Context: an optimization exercise on an open-source flow, tuned for small area. The choices shown serve that exercise and are no tape-out recipe.
Only simulation tests tie the RTL to the original design; equivalence was not proved.

--- flow/standard.sh ---
#!/bin/bash
# synth_recipe.tcl (not shown) runs the flow's synth.tcl, then flattens the netlist and writes it again
# the make line also repeats each setting of config.mk as NAME=value (left out here)
make -C /OpenROAD-flow-scripts/flow DESIGN_CONFIG=/design/flow/config.mk WORK_HOME=/design/flow/orfs CLKGATE_MAP_FILE= SYNTH_SCRIPT=/design/flow/synth_recipe.tcl "${@:-finish}"
--- flow/design.v ---
module mips_rf_hold (
  input  logic ld,
  input  logic hold,
  input  logic d,
  input  logic q,
  output logic y
);
  assign y = ~((ld | q) & (hold | d));
endmodule
module mips_rf_aoi3 (
  input  logic [2:0] s,
  input  logic [2:0] d,
  output logic       y_n
);
  assign y_n = ~(|(s & d));
endmodule
module mips_rf_nand4 (
  input  logic [3:0] a,
  output logic       y_n
);
  assign y_n = ~(&a);
endmodule
module mips_rf_nand3 (
  input  logic [2:0] a,
  output logic       y_n
);
  assign y_n = ~(&a);
endmodule
module mips_rf_nand2 (
  input  logic [1:0] a,
  output logic       y_n
);
  assign y_n = ~(&a);
endmodule
module mips_rf_or3 (
  input  logic [2:0] a,
  output logic       y
);
  assign y = |a;
endmodule
module mips_rf_xor2 (
  input  logic a,
  input  logic b,
  output logic y
);
  assign y = a ^ b;
endmodule
module mips_rf_rdbit (
  input  logic [31:1] s,
  input  logic [31:1] d,
  input  logic        inv,
  output logic        y
);
  logic [10:0] t_n;
  logic [2:0] p;
  for (genvar g = 0; g < 10; g++) begin : g_aoi
    mips_rf_aoi3 u_aoi (.s(s[3*g+3:3*g+1]), .d(d[3*g+3:3*g+1]), .y_n(t_n[g]));
  end
  mips_rf_nand4 u_n0 (.a(t_n[3:0]), .y_n(p[0]));
  mips_rf_nand4 u_n1 (.a(t_n[7:4]), .y_n(p[1]));
  mips_rf_nand2 u_n10 (.a({s[31], d[31]}), .y_n(t_n[10]));
  mips_rf_nand3 u_n2 (.a(t_n[10:8]), .y_n(p[2]));
  logic o;
  mips_rf_or3  u_or  (.a(p), .y(o));
  mips_rf_xor2 u_inv (.a(o), .b(inv), .y(y));
endmodule
module mips_register_file #(
  parameter int DATA_WIDTH = 32,
  parameter int ADDR_WIDTH = 5
) (
  input  logic                  clk,
  input  logic                  rst,
  input  logic [ADDR_WIDTH-1:0] r_a1,
  input  logic [ADDR_WIDTH-1:0] r_a2,
  input  logic [ADDR_WIDTH-1:0] w_a3,
  input  logic [DATA_WIDTH-1:0] w_d,
  input  logic                  w_e3,
  output logic [DATA_WIDTH-1:0] r_d1,
  output logic [DATA_WIDTH-1:0] r_d2
);
  localparam int DEPTH = 2 ** ADDR_WIDTH;
  logic [DATA_WIDTH-1:0] data_q [1:DEPTH-1];
  logic [DATA_WIDTH-1:0] data_d [1:DEPTH-1];
  logic [DATA_WIDTH-1:0] w_dp;
  logic [DEPTH-1:1]      valid_q;
  logic                  phase_q;
  logic [DEPTH-1:1]      we;
  logic [DEPTH-1:1]      sel1, sel2;
  logic                  inv1, inv2;
  always_comb begin
    for (int i = 1; i < DEPTH; i++) begin
      we[i] = w_e3 && (w_a3 == i[ADDR_WIDTH-1:0]);
    end
  end
  always_ff @(posedge clk or posedge rst) begin
    if (rst) begin
      valid_q <= '0;
      phase_q <= 1'b0;
    end else begin
      valid_q <= valid_q | we;
      phase_q <= ~phase_q;
    end
  end
  assign w_dp = w_d ^ {DATA_WIDTH{phase_q}};
  for (genvar i = 1; i < DEPTH; i++) begin : g_row
    for (genvar b = 0; b < DATA_WIDTH; b++) begin : g_bit
      mips_rf_hold u_hold (
        .ld(we[i]), .hold(~we[i]), .d(w_dp[b]), .q(data_q[i][b]), .y(data_d[i][b])
      );
    end
    always_ff @(posedge clk) begin
      data_q[i] <= data_d[i];
    end
  end
  always_comb begin
    for (int i = 1; i < DEPTH; i++) begin
      sel1[i] = valid_q[i] && (r_a1 == i[ADDR_WIDTH-1:0]);
      sel2[i] = valid_q[i] && (r_a2 == i[ADDR_WIDTH-1:0]);
    end
  end
  assign inv1 = phase_q && (|sel1);
  assign inv2 = phase_q && (|sel2);
  for (genvar b = 0; b < DATA_WIDTH; b++) begin : g_rd
    logic [DEPTH-1:1] col;
    for (genvar i = 1; i < DEPTH; i++) begin : g_col
      assign col[i] = data_q[i][b];
    end
    mips_rf_rdbit u_rd1 (.s(sel1), .d(col), .inv(inv1), .y(r_d1[b]));
    mips_rf_rdbit u_rd2 (.s(sel2), .d(col), .inv(inv2), .y(r_d2[b]));
  end
endmodule
--- flow/config.mk ---
export PLATFORM = sky130hd
export DESIGN_NAME = mips_register_file
export DESIGN_NICKNAME = mips_register_file
export VERILOG_FILES = /design/flow/design.v
export SDC_FILE = /design/flow/constraint.sdc
export NUM_CORES = 4
export LEC_CHECK = 0
export CAP_MARGIN = 10
export CORE_MARGIN = 2
export CORE_UTILIZATION = 45
export SLEW_MARGIN = 10
export SYNTH_HIERARCHICAL = 1
--- flow/flow/run.sh ---
#!/bin/bash
# Own layout flow: the standard ORFS flow (standard.sh, unchanged synthesis),
# with these changes to how the layout is made:
# - port buffers use the smallest buffer cell instead of a delay cell,
# - CTS uses small clock buffers in small clusters and no dummy loads.
set -euo pipefail
here=$(pwd)
export BUFFER_PORTS_ARGS="-buffer_cell sky130_fd_sc_hd__buf_1"
export CTS_ARGS="-sink_clustering_enable -repair_clock_nets -dont_use_dummy_load -buf_list {sky130_fd_sc_hd__clkbuf_4} -sink_clustering_size 8 -sink_clustering_max_diameter 30"
bash standard.sh > "$here/standard.log" 2>&1
--- flow/constraint.sdc ---
create_clock -name core_clock -period 10.0 [get_ports {clk}]
set_input_delay 2.0000 -clock core_clock [delete_from_list [all_inputs] [get_ports {clk}]]
set_output_delay 2.0000 -clock core_clock [all_outputs]
set_load 0.01 [all_outputs]
==> results.txt <==
[critical path, stage by stage]
cell	delay (ps)
buf_1	350
nor3b_1	610
and3_1	240
buf_4	500
nor4_1	140
nor4b_2	210
a41oi_4	940
xor2_1	480
buf_1	210
[registers in the layout, indices dropped and copies added (netlist names)]
signal and cells:
data_q 992, phase_q 1, valid_q 31
[final cells by class]
class,count,area (um^2),share of cell area
well taps,1070,1340,0.0318
repair buffers,265,1600,0.0379
multi-input cells,2274,16900,0.401
clock buffers,198,1490,0.0353
diodes,7,17.5,0.000416
inverters,33,124,0.00294
flip-flops and latches,1024,20700,0.491
[Yosys stat by module (local to each module, per instance), excerpt]
module | times used | flip-flops and latches
mips_rf_aoi3 | 640 | 0
mips_rf_xor2 | 64 | 0
mips_rf_or3 | 64 | 0
mips_rf_hold | 992 | 0
mips_rf_nand3 | 64 | 0
mips_rf_nand4 | 128 | 0
mips_register_file | 1 | 1024
[power breakdown]
group          switching (mW)  internal (mW)
clock network            1.45          0.896
logic                   0.856          0.758
registers               0.768           5.08
total                    3.07           6.73
[metrics by stage]
| step | hold slack (ps) | cells | setup slack (ps) |
|---|---|---|---|
| global placement | 462 | 4665 | 2470 |
| CTS | 481 | 4863 | 2410 |
| floorplan | 440 | 3352 | 1750 |
| finish | 482 | 4871 | 2290 |
| detailed placement | 471 | 4665 | 2430 |
| global route | 494 | 4867 | 2140 |
[per-layer routing]
metal,track usage,part of all wire
met2,0.566,0.41
met4,0.259,0.068
met3,0.132,0.15
met5,0.0113,0.00067
met1,0.525,0.37
[placed cells by master (no fill, tap or decap), types with 4 or more instances in the layout]
cell type	count
o22ai_1	992
dfxtp_1	992
a222oi_1	640
clkbuf_4	198
buf_4	150
nand4_1	129
buf_1	113
nand2_1	111
nand3_1	65
xor2_1	64
or3_1	64
and3_1	53
xor2_2	32
dfrtp_1	31
nand2b_1	30
inv_1	25
nor2_1	13
nor2b_1	8
diode_2	7
a22o_1	7
nand3b_1	6
nor3b_1	6
nor3_1	6
clkinv_1	5
nor2_4	4
or2_2	4
nor4_1	4
[path summary, 6_finish.rpt]
path / startpoint / to / slack (ps) / cells past startpoint
max: r_a1[4] / r_d1[1] / 2290 / 9
min: data_q[29][11]$_DFF_P_ / data_q[29][11]$_DFF_P_ / 480 / 1
max reg2reg: phase_q$_DFF_PP0_ / data_q[12][24]$_DFF_P_ / 7290 / 4
min reg2reg: data_q[29][11]$_DFF_P_ / data_q[29][11]$_DFF_P_ / 480 / 1
max in group asynchronous: rst / valid_q[9]$_DFF_PP0_ / 8560 / 3
min in group asynchronous: rst / valid_q[28]$_DFF_PP0_ / 980 / 3
[kinds of logic after synthesis]
kind of cell,synth area share
compound gates,0.341
xor+xnor,0.0224
buf+inv,0.00601
flops,0.552
mux,0.00170
simple gates,0.0770
==> impl_metrics.json <==
{
  "peakVddDrop_mv": 0.123,
  "cap_violations": 0,
  "synth_edf_count": 0,
  "grt_pass1_vias": 38700,
  "synth-seq-cells": 1024,
  "placement.cell_area_um2": 40600,
  "async_flop_share": 0.0313,
  "fin_setup_tns_ps": 0,
  "crit_type": "primary input to output port",
  "fin_area_um2": 42100,
  "wl_per_cell_um": 36.9,
  "relSlewSlack": 0.0671,
  "arrival_ps": 5710,
  "hold_viol": 0,
  "fillers": 7550,
  "clkTransAtPathRegs_ps": 50,
  "die_w_um": 293,
  "cts_tree": "done",
  "synthFlopType": "dfxtp_1",
  "period_share": 0.771,
  "areaGrowthSynthToFinish_pct": 12.4,
  "drtAntennaViolNets": 0,
  "setup_viol": 0,
  "post_cts_buffers": 0,
  "final.setup_skew_ps": 68.5,
  "syn-instance-count": 3352,
  "io_pins": 114,
  "routed_wl_mm": 180,
  "portBuffers": 113,
  "dp_hpwl_mm": 103,
  "post_cts_resized": 0,
  "seq_area_frac_synth": 0.552,
  "synth_top_area_cell": "dfxtp_1",
  "drc": 0,
  "max_freq_mhz": 130,
  "grt-ovfl-total": 0,
  "status": "complete, no violations",
  "rsz0062_at_grt": "false",
  "crit_required_ps": 8000,
  "grt_pass1_wl_mm": 256,
  "drt_iter0_drc": 9270,
  "clock_path_buffers": 3,
  "start_util": 0.455,
  "num_vias": 40100,
  "crit_path_start_kind": "primary input",
  "synthTopCellsByArea": "dfxtp_1 (53%), a222oi_1 (17%), o22ai_1 (17%)",
  "die_h_um": 293,
  "avgSynthCellArea_um2": 11.2,
  "post-route-util": 0.512,
  "yosysWarnings": 10,
  "synth_area_um2": 37500,
  "critPathMaxFanout": 33,
  "total_power_mw": 9.81,
  "antenna_found_initial": 6,
  "p_leak_nw": 15.5,
  "netlist_top_cells_count": "dfxtp_1 (992), o22ai_1 (992), a222oi_1 (640)",
  "ys_types": 46,
  "htreeDepth": 4,
  "hold_class": "flip-flop to flip-flop",
  "clock_latency_ps": 1060,
  "place_congestion": 0.977,
  "endpoint_kind": "output port",
  "numCtsBuffers": 198,
  "power_density_nw_per_um2": 233,
  "tightest_slew_ps": 1400,
  "postCtsHoldBufs": 0,
  "grt_usage": 0.402,
  "rows": 105,
  "fin_nets": 3846,
  "die-area_um2": 85600,
  "synthesis.nets": 3402,
  "drv_slew": 0,
  "cts.sinks": 1024,
  "coreArea_um2": 82200,
  "synth_top_area_frac": 0.530,
  "fin_crit_ps": 7710,
  "first_pass_iters": 14,
  "drive_gt1_frac": 0.108,
  "ctsRootBufferMaster": "clkbuf_4",
  "grt_max_degree": 35,
  "vias_per_cell": 8.23
}

afterwards: timing with drivers on the ports:
The results above use ideal ports. As a check the final layout listed here was re-extracted and re-timed, cells and wires unchanged. Step 1 (the two cells are an assumption about what drives the block):
set clk [get_ports {clk}]
set_driving_cell -lib_cell sky130_fd_sc_hd__clkbuf_16 $clk
set_driving_cell -lib_cell sky130_fd_sc_hd__buf_2 [delete_from_list [all_inputs] $clk]
Step 2 also shifts input and output timing later by t, the mid clock arrival at the registers, as if the neighbouring blocks saw the same clock. Slacks: ideal / step 1 / step 2; pairs: ideal / step 1.
t (ns): 1.127
setup WS [ns]: 2.288 / 2.255 / 2.255
worst setup path after step 2: input to output
clock arrival spread, ns: 0.131 / 0.131
pins driven straight from the clock port: 1
After both steps this run still meets setup and hold. The setup slack of this run moves by -0.033 ns with the drivers and by -0.033 ns with both steps.
